From an optimization exercise on the open Yosys and OpenROAD flow, aimed at small area; shortcuts taken in it are not production practice. The RTL was checked by simulation tests, not by an equivalence proof against the original design. Power figures rest on the tool's default switching activity, not on a simulated workload. The clock port is modelled as an ideal driver; clocking choices that lean on that would not hold on a real chip.

==> flow/design.v (excerpt) <==
module speckle_sensor_controller (
    input  logic                    clk,
    input  logic                    i_rst_n,
    input  logic                    i_start,
    input  speckle_pkg::mode_e      i_mode,
    input  speckle_pkg::pixel_t     i_threshold,
    input  speckle_pkg::div_t       i_clk_div,
    input  speckle_pkg::adc_rsp_t   i_adc,
    output logic                    o_adc_trigger,
    output speckle_pkg::chip_pins_t o_chip,
    output logic                    o_busy,
    output logic                    o_done
);
    logic                    step;
    logic                    load;
    logic                    cnt_last;
    speckle_pkg::pixel_t     ram_rdata;
    speckle_pkg::shift_req_t shift_req;
    logic                    shift_ready;
    mode_sequencer u_mode_sequencer (
        .clk           ( clk           ),
        .i_rst_n       ( i_rst_n       ),
        .i_start       ( i_start       ),
        .i_mode        ( i_mode        ),
        .i_threshold   ( i_threshold   ),
        .i_adc_done    ( i_adc.done    ),
        .i_last        ( cnt_last      ),
        .i_ram_rdata   ( ram_rdata     ),
        .i_shift_ready ( shift_ready   ),
        .o_adc_trigger ( o_adc_trigger ),
        .o_step        ( step          ),
        .o_load        ( load          ),
        .o_shift       ( shift_req     ),
        .o_busy        ( o_busy        ),
        .o_done        ( o_done        )
    );
  ...
Size: ~7,200 cells after synthesis, about 0.21 mm2 of cells after synthesis.
Settings: LEC_CHECK=0, CAP_MARGIN=0, CORE_MARGIN=2, CORE_UTILIZATION=70, CTS_BUF_LIST=sky130_fd_sc_hd__clkbuf_16, CTS_CLUSTER_DIAMETER=80, CTS_CLUSTER_SIZE=34, SLEW_MARGIN=0, SYNTH_MEMORY_MAX_BITS=8192; clock period 10.0 ns.
run.sh (not shown) runs the stock make flow with config.mk's settings and CLKGATE_MAP_FILE= SYNTH_SCRIPT=/design/flow/synth_recipe.tcl, a recipe that flattens the netlist after the stock synthesis.
The first run finished with timing, DRC and antenna clean.
Rerun with:
==> flow/flow/run.sh (new file) <==
#!/bin/bash
# Standard layout, with the clock tree built from strong buffers driving larger
# sink clusters and without dummy loads, and the smallest buffer on the ports.
set -euo pipefail
export CTS_ARGS="-sink_clustering_enable -repair_clock_nets -sink_clustering_size 21 -sink_clustering_max_diameter 60 -buf_list sky130_fd_sc_hd__clkbuf_8 -sink_clustering_buffer sky130_fd_sc_hd__clkbuf_8 -dont_use_dummy_load"
export BUFFER_PORTS_ARGS="-buffer_cell sky130_fd_sc_hd__buf_1"
bash standard.sh > standard.log 2>&1
==> flow/standard.sh (new file) <==
#!/bin/bash
# synth_recipe.tcl (not shown) runs the flow's synth.tcl, then flattens the netlist and writes it again
# the make line also repeats each setting of config.mk as NAME=value (left out here)
make -C /OpenROAD-flow-scripts/flow DESIGN_CONFIG=/design/flow/config.mk WORK_HOME=/design/flow/orfs CLKGATE_MAP_FILE= SYNTH_SCRIPT=/design/flow/synth_recipe.tcl "${@:-finish}"
--- a/flow/config.mk
+++ b/flow/config.mk
@@ -11,3 +10,0 @@
-export CTS_BUF_LIST = sky130_fd_sc_hd__clkbuf_16
-export CTS_CLUSTER_DIAMETER = 80
-export CTS_CLUSTER_SIZE = 34
removed: flow/run.sh
Sequential share of layout area is higher by 0.50 points.
Utilization is lower by 0.39 points.
Register-to-register slack got worse by 0.04 ns.
Cell area is lower by 0.53%.
Synthesized cell count is unchanged.
Clock skew is higher by 0.030 ns.
Sequential power stays flat.
Rerun with:
--- a/flow/flow/run.sh
+++ b/flow/flow/run.sh
@@ -5 +5 @@
-export CTS_ARGS="-sink_clustering_enable -repair_clock_nets -sink_clustering_size 21 -sink_clustering_max_diameter 60 -buf_list sky130_fd_sc_hd__clkbuf_8 -sink_clustering_buffer sky130_fd_sc_hd__clkbuf_8 -dont_use_dummy_load"
+export CTS_ARGS="-sink_clustering_enable -repair_clock_nets -sink_clustering_size 34 -sink_clustering_max_diameter 80 -buf_list sky130_fd_sc_hd__clkbuf_16 -dont_use_dummy_load"
--- a/flow/config.mk
+++ b/flow/config.mk
@@ -10,0 +11 @@
+export GPL_TIMING_DRIVEN = 0
What happened:
- The new run completed with no timing, DRC or antenna violations
- hold slack gains 0.011 ns
- cell count decreases slightly
- clock power increases by a few percent
- sequential power barely changes
- total power increases slightly
- critical path depth increases by 2
- clock skew hardly moves
- clock-buffer cell count decreases by 160
- core utilization increases by 0.17 points

Setup of quartz:
The RTL this note starts from:
==> flow/design.v <==
package speckle_pkg;
    localparam int ROWS    = 24;
    localparam int COLS    = 24;
    localparam int NB_DATA = 12;                    
    localparam int DEPTH   = ROWS * COLS;
    localparam int NB_DIV  = 24;                    
    typedef logic [NB_DATA-1:0]       pixel_t;
    typedef logic [$clog2(ROWS)-1:0]  row_t;
    typedef logic [$clog2(COLS)-1:0]  col_t;
    typedef logic [$clog2(DEPTH)-1:0] addr_t;       
    typedef logic [NB_DIV-1:0]        div_t;        
    typedef enum logic {
        MODE_SCAN   = 1'b0,
        MODE_CONFIG = 1'b1
    } mode_e;
    typedef enum logic [2:0] {
        IDLE      = 3'd0,
        SCAN_TRIG = 3'd1,
        SCAN_WAIT = 3'd2,
        CFG_READ  = 3'd3,
        CFG_SEND  = 3'd4,
        CFG_KEY   = 3'd5,
        FINISH    = 3'd6
    } seq_state_e;
    typedef struct packed {
        logic   done;                               
        pixel_t value;
    } adc_rsp_t;
    typedef struct packed {
        logic sclk;
        logic sdata;
        logic key_wr;
    } chip_pins_t;
    typedef struct packed {
        logic valid;
        logic data;                                 
        logic key;                                  
    } shift_req_t;
endpackage
module pixel_counter (
    input  logic               clk,
    input  logic               i_rst_n,
    input  logic               i_clear,
    input  logic               i_step,
    output logic               o_last
);
    speckle_pkg::addr_t cnt;
    assign o_last = (cnt == speckle_pkg::addr_t'(speckle_pkg::DEPTH - 1));
    always_ff @(posedge clk) begin
        if (!i_rst_n || i_clear) begin
            cnt <= '0;
        end else if (i_step) begin
            cnt <= o_last ? '0 : cnt + 1'b1;
        end
    end
endmodule
module pixel_ram (
    input  logic                clk,
    input  logic                i_shift,
    input  logic                i_load,
    input  speckle_pkg::pixel_t i_wdata,
    output speckle_pkg::pixel_t o_head
);
    localparam int NB = speckle_pkg::DEPTH * speckle_pkg::NB_DATA;
    logic [NB-1:0] frame;
    assign o_head = frame[speckle_pkg::NB_DATA-1:0];
    always_ff @(posedge clk) begin
        if (i_shift) begin
            frame <= {(i_load ? i_wdata : o_head), frame[NB-1:speckle_pkg::NB_DATA]};
        end
    end
endmodule
module chip_shifter (
    input  logic                    clk,
    input  logic                    i_rst_n,
    input  speckle_pkg::div_t       i_clk_div,
    input  speckle_pkg::shift_req_t i_req,
    output logic                    o_ready,
    output speckle_pkg::chip_pins_t o_chip
);
    logic              active;                      
    logic              second_half;
    speckle_pkg::div_t phase_cnt;
    logic              half_done;
    assign o_ready   = !active;
    assign half_done = (phase_cnt == i_clk_div);
    always_ff @(posedge clk) begin
        if (!i_rst_n) begin
            active      <= 1'b0;
            second_half <= 1'b0;
            phase_cnt   <= '0;
            o_chip      <= '0;
        end else if (!active) begin
            if (i_req.valid) begin
                active      <= 1'b1;
                second_half <= 1'b0;
                phase_cnt   <= speckle_pkg::div_t'(1);
                if (i_req.key) begin
                    o_chip.key_wr <= 1'b1;          
                end else begin
                    o_chip.sdata <= i_req.data;     
                end
            end
        end else if (half_done) begin
            phase_cnt <= speckle_pkg::div_t'(1);
            if (!second_half) begin
                second_half <= 1'b1;
                o_chip.sclk <= !o_chip.key_wr;      
            end else begin
                active        <= 1'b0;
                o_chip.sclk   <= 1'b0;
                o_chip.key_wr <= 1'b0;
            end
        end else begin
            phase_cnt <= phase_cnt + 1'b1;
        end
    end
endmodule
module mode_sequencer (
    input  logic                    clk,
    input  logic                    i_rst_n,
    input  logic                    i_start,
    input  speckle_pkg::mode_e      i_mode,
    input  speckle_pkg::pixel_t     i_threshold,
    input  speckle_pkg::adc_rsp_t   i_adc,
    input  logic                    i_last,
    input  speckle_pkg::pixel_t     i_ram_rdata,
    input  logic                    i_shift_ready,
    output logic                    o_adc_trigger,
    output logic                    o_cnt_clear,
    output logic                    o_cnt_step,
    output logic                    o_ram_we,
    output speckle_pkg::pixel_t     o_ram_wdata,
    output speckle_pkg::shift_req_t o_shift,
    output logic                    o_busy,
    output logic                    o_done
);
    speckle_pkg::seq_state_e state;
    speckle_pkg::seq_state_e state_next;
    logic                    key_sent;              
    logic                    shift_take;
    assign shift_take  = o_shift.valid && i_shift_ready;
    assign o_busy      = (state != speckle_pkg::IDLE);
    assign o_ram_wdata = i_adc.value;               
    always_comb begin
        state_next  = state;
        o_cnt_clear = 1'b0;
        o_cnt_step  = 1'b0;
        o_ram_we    = 1'b0;
        o_shift     = '0;
        case (state)
            speckle_pkg::IDLE: begin
                if (i_start) begin
                    o_cnt_clear = 1'b1;             
                    if (i_mode == speckle_pkg::MODE_SCAN) begin
                        state_next = speckle_pkg::SCAN_TRIG;
                    end else begin
                        state_next = speckle_pkg::CFG_READ;
                    end
                end
            end
            speckle_pkg::SCAN_TRIG: begin
                state_next = speckle_pkg::SCAN_WAIT;
            end
            speckle_pkg::SCAN_WAIT: begin
                if (i_adc.done) begin
                    o_ram_we   = 1'b1;
                    o_cnt_step = 1'b1;
                    if (i_last) begin
                        state_next = speckle_pkg::FINISH;
                    end else begin
                        state_next = speckle_pkg::SCAN_TRIG;
                    end
                end
            end
            speckle_pkg::CFG_READ: begin
                state_next = speckle_pkg::CFG_SEND;  
            end
            speckle_pkg::CFG_SEND: begin
                o_shift.valid = 1'b1;
                o_shift.data  = (i_ram_rdata > i_threshold);
                if (i_shift_ready) begin
                    o_cnt_step = 1'b1;
                    if (i_last) begin
                        state_next = speckle_pkg::CFG_KEY;
                    end else begin
                        state_next = speckle_pkg::CFG_READ;
                    end
                end
            end
            speckle_pkg::CFG_KEY: begin
                o_shift.valid = !key_sent;
                o_shift.key   = 1'b1;
                if (key_sent && i_shift_ready) begin
                    state_next = speckle_pkg::FINISH;
                end
            end
            speckle_pkg::FINISH: begin
                state_next = speckle_pkg::IDLE;
            end
            default: begin
                state_next = speckle_pkg::IDLE;
            end
        endcase
    end
    always_ff @(posedge clk) begin
        if (!i_rst_n) begin
            state         <= speckle_pkg::IDLE;
            o_adc_trigger <= 1'b0;
            o_done        <= 1'b0;
            key_sent      <= 1'b0;
        end else begin
            state         <= state_next;
            o_adc_trigger <= (state_next == speckle_pkg::SCAN_TRIG);  
            o_done        <= (state == speckle_pkg::FINISH);         
            if (state != speckle_pkg::CFG_KEY) begin
                key_sent <= 1'b0;
            end else if (shift_take) begin
                key_sent <= 1'b1;
            end
        end
    end
endmodule
module speckle_sensor_controller (
    input  logic                    clk,
    input  logic                    i_rst_n,
    input  logic                    i_start,
    input  speckle_pkg::mode_e      i_mode,
    input  speckle_pkg::pixel_t     i_threshold,
    input  speckle_pkg::div_t       i_clk_div,
    input  speckle_pkg::adc_rsp_t   i_adc,
    output logic                    o_adc_trigger,
    output speckle_pkg::chip_pins_t o_chip,
    output logic                    o_busy,
    output logic                    o_done
);
    logic                    cnt_clear;
    logic                    cnt_step;
    logic                    cnt_last;
    logic                    ram_we;
    speckle_pkg::pixel_t     ram_wdata;
    speckle_pkg::pixel_t     ram_rdata;
    speckle_pkg::shift_req_t shift_req;
    logic                    shift_ready;
    logic                    cfg_take;
    assign cfg_take = shift_req.valid && !shift_req.key && shift_ready;
    mode_sequencer u_mode_sequencer (
        .clk           ( clk           ),
        .i_rst_n       ( i_rst_n       ),
        .i_start       ( i_start       ),
        .i_mode        ( i_mode        ),
        .i_threshold   ( i_threshold   ),
        .i_adc         ( i_adc         ),
        .i_last        ( cnt_last      ),
        .i_ram_rdata   ( ram_rdata     ),
        .i_shift_ready ( shift_ready   ),
        .o_adc_trigger ( o_adc_trigger ),
        .o_cnt_clear   ( cnt_clear     ),
        .o_cnt_step    ( cnt_step      ),
        .o_ram_we      ( ram_we        ),
        .o_ram_wdata   ( ram_wdata     ),
        .o_shift       ( shift_req     ),
        .o_busy        ( o_busy        ),
        .o_done        ( o_done        )
    );
    pixel_counter u_pixel_counter (
        .clk     ( clk       ),
        .i_rst_n ( i_rst_n   ),
        .i_clear ( cnt_clear ),
        .i_step  ( cnt_step  ),
        .o_last  ( cnt_last  )
    );
    pixel_ram u_pixel_ram (
        .clk     ( clk                   ),
        .i_shift ( ram_we || cfg_take    ),
        .i_load  ( ram_we                ),
        .i_wdata ( ram_wdata             ),
        .o_head  ( ram_rdata             )
    );
    chip_shifter u_chip_shifter (
        .clk       ( clk         ),
        .i_rst_n   ( i_rst_n     ),
        .i_clk_div ( i_clk_div   ),
        .i_req     ( shift_req   ),
        .o_ready   ( shift_ready ),
        .o_chip    ( o_chip      )
    );
endmodule
export LEC_CHECK = 0
export CAP_MARGIN = 20
export CORE_MARGIN = 2
export CORE_UTILIZATION = 70
export CTS_BUF_LIST = sky130_fd_sc_hd__clkbuf_16
export CTS_CLUSTER_DIAMETER = 50
export CTS_CLUSTER_SIZE = 24
export SLEW_MARGIN = 20
export SYNTH_MEMORY_MAX_BITS = 8192
create_clock -name core_clock -period 10.0 [get_ports {clk}]
Stock flow here: none of the scripts above is used.
Here is what was changed in the inputs of cedar compared with quartz.
Settings: an added PLACE_DENSITY of 0.9; a deleted CTS_CLUSTER_DIAMETER that had been 50; a change of CORE_UTILIZATION from 70 to 80; a deleted CTS_CLUSTER_SIZE that had been 24; a deleted CTS_BUF_LIST that had been sky130_fd_sc_hd__clkbuf_16.
==> flow/flow/run.sh (new file) <==
#!/bin/bash
# Standard layout, with the clock tree built from strong buffers driving larger
# sink clusters and without dummy loads, and the smallest buffer on the ports.
set -euo pipefail
export CTS_ARGS="-sink_clustering_enable -repair_clock_nets -sink_clustering_size 36 -sink_clustering_max_diameter 80 -buf_list sky130_fd_sc_hd__clkbuf_16 -dont_use_dummy_load"
export BUFFER_PORTS_ARGS="-buffer_cell sky130_fd_sc_hd__buf_1"
bash standard.sh > standard.log 2>&1
==> flow/standard.sh (new file) <==
#!/bin/bash
# synth_recipe.tcl (not shown) runs the flow's synth.tcl, then flattens the netlist and writes it again
# the make line also repeats each setting of config.mk as NAME=value (left out here)
make -C /OpenROAD-flow-scripts/flow DESIGN_CONFIG=/design/flow/config.mk WORK_HOME=/design/flow/orfs CLKGATE_MAP_FILE= SYNTH_SCRIPT=/design/flow/synth_recipe.tcl "${@:-finish}"
removed: flow/run.sh
Results
The flow ended early for cedar: it failed with a tool error in detailed placement. The estimated wirelength of the detail-placed design in cedar is 1.8 times that in quartz. Re multiplexer share of the synthesized area: no difference whatsoever between quartz and cedar. Delta (cedar minus quartz): routability congestion estimate has increased, post-synthesis share of cell area spent on xor and xnor gates did not really move.
Edits applied to the flow inputs when going from cedar to nickel:
Settings: a change of CORE_UTILIZATION from 80 to 70; a deleted PLACE_DENSITY that had been 0.9; an added CTS_CLUSTER_SIZE of 30; an added CTS_BUF_LIST of sky130_fd_sc_hd__clkbuf_4 sky130_fd_sc_hd__clkbuf_8.
==> flow/run.sh (new file) <==
#!/bin/bash
# synth_recipe.tcl (not shown) runs the flow's synth.tcl, then flattens the netlist and writes it again
# the make line also repeats each setting of config.mk as NAME=value (left out here)
make -C /OpenROAD-flow-scripts/flow DESIGN_CONFIG=/design/flow/config.mk WORK_HOME=/design/flow/orfs CLKGATE_MAP_FILE= SYNTH_SCRIPT=/design/flow/synth_recipe.tcl finish
removed: flow/flow/run.sh
removed: flow/standard.sh
[summary]
- nickel: PASS, flow complete, no timing, DRC or antenna violations
- FAIL cedar @ detailed placement: tool exited with error
- Looking at cedar and nickel, the adder-cell area share of the yosys netlist is a wash.
- Starting utilization of the core area in nickel is 10 points lower than in cedar
- cedar → nickel: top-level I/O count has remained practically unchanged; synthesized cell count has remained practically unchanged; simple-gate area share of the yosys netlist has remained practically unchanged.
- Taking nickel over cedar, the HPWL after detailed placement ratio works out to 0.56.
- Re final weighted congestion in routability-driven placement: cedar was higher than nickel.
The inputs of onyx differ from those of nickel as listed below.
Settings: CTS_CLUSTER_SIZE now 32, was 30; CTS_CLUSTER_DIAMETER now 40, previously not set; CTS_BUF_LIST now sky130_fd_sc_hd__clkbuf_16, was sky130_fd_sc_hd__clkbuf_4 sky130_fd_sc_hd__clkbuf_8.
Results
- Looking at nickel and onyx, the combinational power share is a wash.
- When onyx is measured against nickel, its routing usage on met3 turns out 1.0 points lower.
- onyx did not stop at any stage, and its layout met the timing, design-rule and antenna checks.
- onyx -> nickel: portion of the post-synthesis area used by sequential elements delta 0, exact match
- Summary — worst relative slew slack, onyx relative to nickel: higher, by 1.3 points.
#### Input delta (willow over onyx)
Settings: CTS_BUF_LIST removed (was sky130_fd_sc_hd__clkbuf_16); CTS_CLUSTER_DIAMETER removed (was 40); CTS_CLUSTER_SIZE removed (was 32); CORE_UTILIZATION changed from 70 to 45.
### Flow results
onyx: done, clean on timing, DRC and antenna. willow finished every step from synthesis to the final layout, and the layout passed the timing, design-rule and antenna checks. NOTE: sequential share of layout area in willow falls short of that of onyx. [compare] base=onyx new=willow: hold slack -11 ps, fraction of area in clock buffers and inverters ~0 delta, portion of total power attributed to sequential cells ~0 delta, power after layout ~0 delta. Comparing the two runs side by side, willow comes out behind onyx on die area. Compared with onyx, willow shows a number of antenna violations at the first check in global routing that is 3 lower. willow and onyx ended up with nearly the same combinational share of power. Compared with onyx, willow degrades total via count after detailed routing. In willow, the post-route standard cell area excluding fillers came out 1.3% above the value in onyx. Summary: minimum clock period after layout, willow worse than onyx.

[what the ideal ports hide]
In the flow no input, the clock included, has a driving cell. The finished layouts below were timed again as built, in two steps. Step 1 sets driving cells, clkbuf_16 on the clock port and buf_2 on the other inputs (assumed; they add their load-dependent delay and slew). Step 2, shift: input delay + t, output delay - t, t = (earliest + latest rising clock arrival at the registers) / 2. This alone moves slack from input paths to output paths. a / b / c = ideal / step 1 / step 2; a / b = the first two.
run | t (ns) | setup WS [ns] | worst setup path after step 2
the first run of note 1 | 1.000 | 5.261 / 5.330 / 4.331 | input to register
the second run of note 1 | 1.129 | 5.767 / 5.721 / 4.793 | input to register
the third run of note 1 | 0.984 | 3.944 / 4.012 / 3.028 | input to register
quartz | 1.066 | 5.394 / 5.426 / 4.361 | input to register
nickel | 1.271 | 5.472 / 5.379 / 4.308 | input to register
onyx | 1.089 | 5.370 / 5.403 / 4.314 | input to register
willow | 1.127 | 5.114 / 5.147 / 4.019 | input to register
After both steps setup and hold are still met in every run listed. The setup slack of nickel, which loses most, moves by -0.093 ns with the drivers and by -1.164 ns with both steps.
